What follows belongs to an exercise in optimizing a design on an open flow for small area and a short achievable clock period; a production flow would make more cautious choices.
In this exercise RTL edits were held to simulation tests only and were not proved equivalent to the original.

// mips_dmem_responder
module mips_dmem_responder #(
  parameter int DEPTH       = 128,
  parameter int WAIT_CYCLES = 2
) (
  input  logic        clk,
  input  logic        reset,
  input  logic        req,
  input  logic        we,
  input  logic [31:0] addr,
  input  logic [31:0] wdata,
  input  logic [3:0]  be,
  output logic [31:0] rdata,
  output logic        ready,
  output logic        err,
  output logic        busy
);
Settings: LEC_CHECK=0, CAP_MARGIN=20, CORE_MARGIN=2, CORE_UTILIZATION=72, PLACE_DENSITY=0.8, SETUP_SLACK_MARGIN=2.9, SLEW_MARGIN=20, SYNTH_HIERARCHICAL=1, SYNTH_MINIMUM_KEEP_SIZE=0; clock period 5.5 ns.
standard.sh (not shown) runs the stock make flow with config.mk's settings and CLKGATE_MAP_FILE= SYNTH_SCRIPT=/design/flow/synth_recipe.tcl, a recipe that flattens the netlist after the stock synthesis.
==> flow/flow/run.sh <==
#!/bin/bash
# Layout flow: the standard flow (standard.sh), unchanged synthesis, with
# these ORFS settings passed to make for the later steps:
#  - port buffers are buf_4 cells (by default buffer_ports picks a clock
#    delay cell, which is slow on the output paths),
#  - repair_timing may change a cell's footprint (MATCH_CELL_FOOTPRINT=0),
#  - the clock tree uses clkbuf_8/clkbuf_16, clusters of up to 20 sinks within
#    60 um, and no dummy loads.
# Each step's full output is in synth.log and layout.log here, and ORFS's own
# per-step logs are under orfs/logs/.
set -euo pipefail
bash standard.sh synth > synth.log 2>&1
bash standard.sh \
  MATCH_CELL_FOOTPRINT=0 \
  "BUFFER_PORTS_ARGS=-buffer_cell sky130_fd_sc_hd__buf_4" \
  "CTS_ARGS=-sink_clustering_enable -repair_clock_nets -dont_use_dummy_load -buf_list {sky130_fd_sc_hd__clkbuf_8 sky130_fd_sc_hd__clkbuf_16} -sink_clustering_size 20 -sink_clustering_max_diameter 60" \
  finish > layout.log 2>&1
The starting point completed with no timing, DRC or antenna violations.
Rerun with:
--- a/flow/flow/run.sh
+++ b/flow/flow/run.sh
@@ -5,4 +5,7 @@
 #    delay cell, which is slow on the output paths),
 #  - repair_timing may change a cell's footprint (MATCH_CELL_FOOTPRINT=0),
+#  - before detailed placement, pre_dpl.tcl moves each register that drives
+#    an output port's buffer toward that buffer (detailed placement then
+#    legalizes it),
 #  - the clock tree uses clkbuf_8/clkbuf_16, clusters of up to 20 sinks within
 #    60 um, and no dummy loads.
@@ -14,4 +17,5 @@
   MATCH_CELL_FOOTPRINT=0 \
   "BUFFER_PORTS_ARGS=-buffer_cell sky130_fd_sc_hd__buf_4" \
+  "PRE_DETAIL_PLACE_TCL=$PWD/flow/pre_dpl.tcl" \
   "CTS_ARGS=-sink_clustering_enable -repair_clock_nets -dont_use_dummy_load -buf_list {sky130_fd_sc_hd__clkbuf_8 sky130_fd_sc_hd__clkbuf_16} -sink_clustering_size 20 -sink_clustering_max_diameter 60" \
   finish > layout.log 2>&1
==> flow/flow/pre_dpl.tcl (new file) <==
# Before detailed placement: move each flip-flop that drives an output port's
# buffer three quarters of the way toward that buffer, so that the long wire
# to the port is driven by the register's input logic, which has more slack.
# detailed_placement then legalizes as usual.
set block [ord::get_db_block]
set moved 0
foreach bt [$block getBTerms] {
  if {[$bt getIoType] ne "OUTPUT"} { continue }
  set net [$bt getNet]
  if {$net eq "NULL"} { continue }
  set buf ""
  foreach it [$net getITerms] { if {[$it isOutputSignal]} { set buf [$it getInst] } }
  if {$buf eq ""} { continue }
  set ff ""
  foreach it [$buf getITerms] {
    if {![$it isInputSignal]} { continue }
    set in [$it getNet]
    if {$in eq "NULL"} { continue }
    foreach d [$in getITerms] {
      if {[$d isOutputSignal] && [string match "*__df*" [[[$d getInst] getMaster] getName]]} { set ff [$d getInst] }
    }
  }
  if {$ff eq ""} { continue }
  set bl [$buf getLocation]
  set fl [$ff getLocation]
  set x [expr {int([lindex $fl 0] + 0.75 * ([lindex $bl 0] - [lindex $fl 0]))}]
  set y [expr {int([lindex $fl 1] + 0.75 * ([lindex $bl 1] - [lindex $fl 1]))}]
  $ff setLocation $x $y
  incr moved
}
puts "pre_dpl: moved $moved output registers toward their port buffers"
CORE_UTILIZATION = 70   (was 72)
=> Global-route usage decreases by 1.8 points. Wire length drops slightly. First-iteration DRC count went down by a few percent. Via count falls slightly. Worst hold slack degrades by 0.037 ns.

## port drivers added, routing unchanged
The flow's constraints put no driver on any port. The routed layouts listed below were extracted and timed again, unchanged, in two steps.
Step 1, drivers: a clkbuf_16 drives clk and a buf_2 each remaining input, both assumed.
Step 2 times the ports against the registers' clock, not the clock port: input delays grow and output delays shrink by t, the midpoint of the rising clock arrivals with the driver on.
Three values: no drivers, after step 1, after step 2; two values: the first two.
run	shift t [ns]	slack for setup (ns)	hold WS [ns]	clock arrival spread, ns
the first run	0.980	2.725 / 2.652 / 2.725	0.219 / 0.151 / 0.471	0.035 / 0.035
the second run	0.979	2.714 / 2.714 / 2.714	0.181 / 0.108 / 0.486	0.067 / 0.067
After both steps every run listed still meets setup and hold.
